This is an optimization exercise on Yosys and OpenROAD, whose aim is small area, not a production implementation. Only simulation tests tie the RTL to the original design; equivalence was not proved. The flow treats the clock pin as an ideal source, which a real chip does not have. Power and IR drop assume default switching activity.

## east
==> flow/design.v <==
package hk_pkg;
    localparam int ADR_W = 12;
    localparam int DAT_W = 32;
    localparam logic [DAT_W-1:0] DEVICE_ID = 32'h484B_494F;
    localparam logic [DAT_W-1:0] FW_VERSION = {8'd1, 8'd4, 8'd2, 8'd17};
    localparam int SERIAL_W = 64;
    localparam logic [SERIAL_W-1:0] SERIAL_ID = 64'h5A3C_0F96_1E2D_4B87;
    localparam int CTRL_W = 16;
    localparam int NUM_CLOCKS = 5;
    localparam int MON_GATE_CYCLES = 256;
    localparam int MON_GATE_W = $clog2(MON_GATE_CYCLES);
    localparam int MON_RES_W = 8;
endpackage
`timescale 1ns/1ps
module clock_count_cell (
    input  logic                         clk_i,
    input  logic                         rst_i,
    input  logic                         mon_clk_i,
    input  logic                         blank_i,
    input  logic                         win_i,
    output logic [hk_pkg::MON_RES_W-1:0] res_o
);
    logic [6:0] smp_q;
    logic armed_q;
    logic rise;
    logic pulse;
    logic [hk_pkg::MON_RES_W-1:0] cnt_q;
    always_ff @(posedge clk_i) begin
        if (rst_i) begin
            smp_q[0] <= 1'b0;
        end else begin
            smp_q[0] <= mon_clk_i;
        end
    end
    always_ff @(posedge clk_i) begin
        smp_q[6:1] <= smp_q[5:0];
    end
    assign rise  = smp_q[5] && !smp_q[6];
    assign pulse = rise && armed_q;
    always_ff @(posedge clk_i) begin
        if (rst_i) begin
            armed_q <= 1'b0;
        end else if (rise && !blank_i) begin
            armed_q <= 1'b1;
        end
    end
    always_ff @(posedge clk_i) begin
        if (rst_i) begin
            cnt_q <= '0;
        end else if (win_i) begin
            cnt_q <= hk_pkg::MON_RES_W'(pulse);
        end else begin
            cnt_q[hk_pkg::MON_RES_W-2:0] <= cnt_q[hk_pkg::MON_RES_W-2:0] + (hk_pkg::MON_RES_W-1)'(pulse);
            cnt_q[hk_pkg::MON_RES_W-1] <= cnt_q[hk_pkg::MON_RES_W-1] || (pulse && (&cnt_q[hk_pkg::MON_RES_W-2:0]));
        end
    end
    always_ff @(posedge clk_i) begin
        if (rst_i) begin
            res_o <= '0;
        end else if (win_i) begin
            res_o <= cnt_q;
        end
    end
endmodule
`timescale 1ns/1ps
module clock_mon (
    input  logic                          clk_i,
    input  logic                          rst_i,
    input  logic [hk_pkg::NUM_CLOCKS-1:0] clk_mon_i,
    output logic [hk_pkg::NUM_CLOCKS*hk_pkg::MON_RES_W-1:0] res_o
);
    localparam logic [7:0] GATE_START   = 8'hFF;   
    localparam logic [7:0] GATE_WIN     = 8'hFE;   
    localparam logic [7:0] GATE_UNBLANK = 8'hF4;   
    logic [7:0] gate_q;
    logic gate_fb;
    logic win;
    logic blank_q;
    assign gate_fb = gate_q[7] ^ gate_q[4] ^ gate_q[2] ^ gate_q[0] ^ (gate_q[6:0] == 7'd0);
    always_ff @(posedge clk_i) begin
        if (rst_i) begin
            gate_q <= GATE_START;
        end else begin
            gate_q <= {gate_q[6:0], gate_fb};
        end
    end
    always_ff @(posedge clk_i) begin
        if (rst_i) begin
            blank_q <= 1'b1;
        end else if (gate_q == GATE_UNBLANK) begin
            blank_q <= 1'b0;
        end
    end
    assign win = (gate_q == GATE_WIN);
    for (genvar i = 0; i < hk_pkg::NUM_CLOCKS; i++) begin : g_cell
        clock_count_cell u_cell (
            .clk_i     (clk_i),
            .rst_i     (rst_i),
            .mon_clk_i (clk_mon_i[i]),
            .blank_i   (blank_q),
            .win_i     (win),
            .res_o     (res_o[i*hk_pkg::MON_RES_W +: hk_pkg::MON_RES_W])
        );
    end
endmodule
`timescale 1ns/1ps
module hk_bus_decode (
    input  logic clk_i,
    input  logic rst_i,
    input  logic cyc_i,
    input  logic stb_i,
    output logic ph1_o,
    output logic ack_o
);
    logic st0_q;
    logic st1_q;
    always_ff @(posedge clk_i) begin
        if (rst_i) begin
            st0_q <= 1'b0;
            st1_q <= 1'b0;
        end else begin
            st0_q <= !st1_q && (st0_q || (cyc_i && stb_i));
            st1_q <= st0_q;
        end
    end
    assign ph1_o = st0_q && !st1_q;
    assign ack_o = st1_q && !st0_q;
endmodule
`timescale 1ns/1ps
module hk_id_regs (
    input  logic                      clk_i,
    input  logic                      rst_i,
    input  logic                      ph1_i,
    input  logic                      ack_i,
    input  logic                      we_i,
    input  logic [hk_pkg::ADR_W-1:0]  adr_i,
    input  logic [31:0]               dat_i,
    output logic                      serial_bit_o,
    output logic [hk_pkg::CTRL_W-1:0] ctrl_o
);
    logic int_slot2;
    logic int_slot3;
    logic [6:0] ptr_q;
    assign int_slot2 = (adr_i[11:6] == 6'd0) && (adr_i[3:2] == 2'd2);
    assign int_slot3 = (adr_i[11:6] == 6'd0) && (adr_i[3:2] == 2'd3);
    always_ff @(posedge clk_i) begin
        if (rst_i) begin
            ctrl_o <= '0;
        end else if (ph1_i && we_i && int_slot3) begin
            ctrl_o <= dat_i[hk_pkg::CTRL_W-1:0];
        end
    end
    always_ff @(posedge clk_i) begin
        if (rst_i) begin
            ptr_q <= '0;
        end else if (ack_i && int_slot2) begin
            if (we_i) begin
                if (dat_i[31]) begin
                    ptr_q <= '0;
                end
            end else if (!ptr_q[6]) begin
                ptr_q <= ptr_q + 1'b1;
            end
        end
    end
    assign serial_bit_o = !ptr_q[6] && hk_pkg::SERIAL_ID[ptr_q[5:0]];
endmodule
`timescale 1ns/1ps
module hk_top (
    input  logic                      clk_i,
    input  logic                      rst_i,
    input  logic                      cyc_i,
    input  logic                      stb_i,
    input  logic                      we_i,
    input  logic [hk_pkg::ADR_W-1:0]  adr_i,
    input  logic [31:0]               dat_i,
    output logic                      ack_o,
    output logic [31:0]               dat_o,
    input  logic                      sys_clk_i,
    input  logic                      gtp_clk_i,
    input  logic                      rx_clk_i,
    input  logic                      rx_clk_x2_i,
    input  logic                      clk200_i,
    output logic [hk_pkg::CTRL_W-1:0] ctrl_o
);
    logic ph1;
    logic serial_bit;
    logic [hk_pkg::NUM_CLOCKS*hk_pkg::MON_RES_W-1:0] res;
    logic [hk_pkg::NUM_CLOCKS-1:0] alive;
    logic [2:0] ch;
    hk_bus_decode u_decode (
        .clk_i (clk_i),
        .rst_i (rst_i),
        .cyc_i (cyc_i),
        .stb_i (stb_i),
        .ph1_o (ph1),
        .ack_o (ack_o)
    );
    hk_id_regs u_id_regs (
        .clk_i        (clk_i),
        .rst_i        (rst_i),
        .ph1_i        (ph1),
        .ack_i        (ack_o),
        .we_i         (we_i),
        .adr_i        (adr_i),
        .dat_i        (dat_i),
        .serial_bit_o (serial_bit),
        .ctrl_o       (ctrl_o)
    );
    clock_mon u_clock_mon (
        .clk_i     (clk_i),
        .rst_i     (rst_i),
        .clk_mon_i ({clk200_i, rx_clk_x2_i, rx_clk_i, gtp_clk_i, sys_clk_i}),
        .res_o     (res)
    );
    for (genvar i = 0; i < hk_pkg::NUM_CLOCKS; i++) begin : g_alive
        assign alive[i] = (res[i*hk_pkg::MON_RES_W +: hk_pkg::MON_RES_W] != '0);
    end
    assign ch = adr_i[4:2];
    always_comb begin
        dat_o = '0;
        if (!we_i && (adr_i[11:6] == 6'd0)) begin
            case (adr_i[3:2])
                2'd0: dat_o = hk_pkg::DEVICE_ID;
                2'd1: dat_o = hk_pkg::FW_VERSION;
                2'd2: dat_o[0] = serial_bit;
                default: dat_o = {11'b0, alive, ctrl_o};
            endcase
        end else if (!we_i && (adr_i[11:6] == 6'd1) && (ch < 3'd5)) begin
            dat_o[hk_pkg::MON_RES_W-1:0] = res[ch*hk_pkg::MON_RES_W +: hk_pkg::MON_RES_W];
        end
    end
endmodule
Settings: LEC_CHECK=0, CAP_MARGIN=20, CORE_MARGIN=2, CORE_UTILIZATION=40, SLEW_MARGIN=20; clock period 10.0 ns.
standard.sh (not shown) runs the stock make flow with config.mk's settings and CLKGATE_MAP_FILE= SYNTH_SCRIPT=/design/flow/synth_recipe.tcl, a recipe that flattens the netlist after the stock synthesis.
==> flow/flow/run.sh <==
#!/bin/bash
# Standard layout with: an area-oriented ABC script and no separate adder
# mapping in synthesis (registers are untouched), a small port buffer, and a
# lighter clock tree.
set -euo pipefail
W=$PWD
export MY_ABC_SCRIPT=$W/flow/area.abc
export BUFFER_PORTS_ARGS="-buffer_cell sky130_fd_sc_hd__buf_1"
export POST_CTS_TCL=$W/flow/post_cts.tcl
export CTS_ARGS="-root_buf sky130_fd_sc_hd__clkbuf_8 -buf_list sky130_fd_sc_hd__clkbuf_4 -sink_clustering_enable -sink_clustering_size 30 -sink_clustering_max_diameter 80 -dont_use_dummy_load"
{ head -n 1 synth_recipe.tcl; cat flow/abc_override.tcl; tail -n +2 synth_recipe.tcl; } > my_synth.tcl
bash standard.sh SYNTH_SCRIPT=$W/my_synth.tcl ADDER_MAP_FILE= finish > standard.log 2>&1
==> flow/flow/abc_override.tcl <==
# Map with an area-oriented ABC script (flow/area.abc) instead of the speed one
proc abc {args} {
  set i [lsearch -exact $args -script]
  if { $i >= 0 } { lset args [expr {$i + 1}] $::env(MY_ABC_SCRIPT) }
  yosys abc {*}$args
}
==> flow/flow/area.abc <==
strash; &get -n; &deepsyn -T 20; &put; &get -n; &dch -f; &nf -R 1000 -p; &put
==> flow/flow/post_cts.tcl <==
set upsized 0
foreach inst [get_cells -filter "ref_name == sky130_fd_sc_hd__clkbuf_4"] {
  set out [get_pins -of_objects $inst -filter "direction == output"]
  set net [get_nets -of_objects $out]
  set fo [llength [get_pins -of_objects $net -filter "direction == input"]]
  if { $fo >= 11 } {
    replace_cell $inst sky130_fd_sc_hd__clkbuf_8
    incr upsized
  }
}
puts "post_cts: upsized $upsized clock leaf buffers"
if { $upsized > 0 } {
  detailed_placement
  check_placement -verbose
}
The flow did not stop early for east: all stages ran, and the layout cleared the timing, design-rule and antenna checks.
Input changes introduced in south (baseline for comparison: east):
-- flow/design.v --
<<< east, line 51
            cnt_q <= hk_pkg::MON_RES_W'(pulse);
        end else begin
            cnt_q[hk_pkg::MON_RES_W-2:0] <= cnt_q[hk_pkg::MON_RES_W-2:0] + (hk_pkg::MON_RES_W-1)'(pulse);
            cnt_q[hk_pkg::MON_RES_W-1] <= cnt_q[hk_pkg::MON_RES_W-1] || (pulse && (&cnt_q[hk_pkg::MON_RES_W-2:0]));
        end
    end
>>> south, line 51
            cnt_q <= hk_pkg::MON_RES_W'(pulse);
        end else begin
            cnt_q <= cnt_q + hk_pkg::MON_RES_W'(pulse);
        end
    end
[summary]
Number of non-clock buffers in the layout in south vs east: up 4. Row synthesized cell count: south higher / east lower. Re count of non-filler cells in the finished layout: south is about 1.2% up on east. Relative to east, the count of unique library cells instantiated by Yosys of south is higher by about 3%. Wire length of the first global-routing pass was higher in south than in east. Relative to east, the power of south is lower by 8.1 µW. south: total wire length after detailed routing is 0.84% higher than what east reported. Going from east to south, the clock group share of total power was found to have gone down by 0.5 points. Any difference in die span in y between east and south is small enough to ignore.

## port drivers added, routing unchanged
Ports are ideal in the flow. The routed layouts listed here were re-timed in OpenROAD.
Step 1 assumes that a clkbuf_16 drives the clock port and a buf_2 every other input.
Step 2, shift: input delay + t, output delay - t, t = (earliest + latest rising clock arrival at the registers) / 2. This alone moves slack from input paths to output paths.
Slacks: no drivers / after step 1 / after step 2; pairs: no drivers / after step 1.
run	shift t [ns]	slack for setup (ns)	worst data-port slew with drivers (ns)
east	0.454	3.848 / 3.818 / 3.818	0.04
south	0.444	3.829 / 3.807 / 3.807	0.04
After both steps every run listed still meets setup and hold. For east, which loses most, drivers alone change the setup slack by -0.030 ns; drivers and shift together by -0.030 ns.
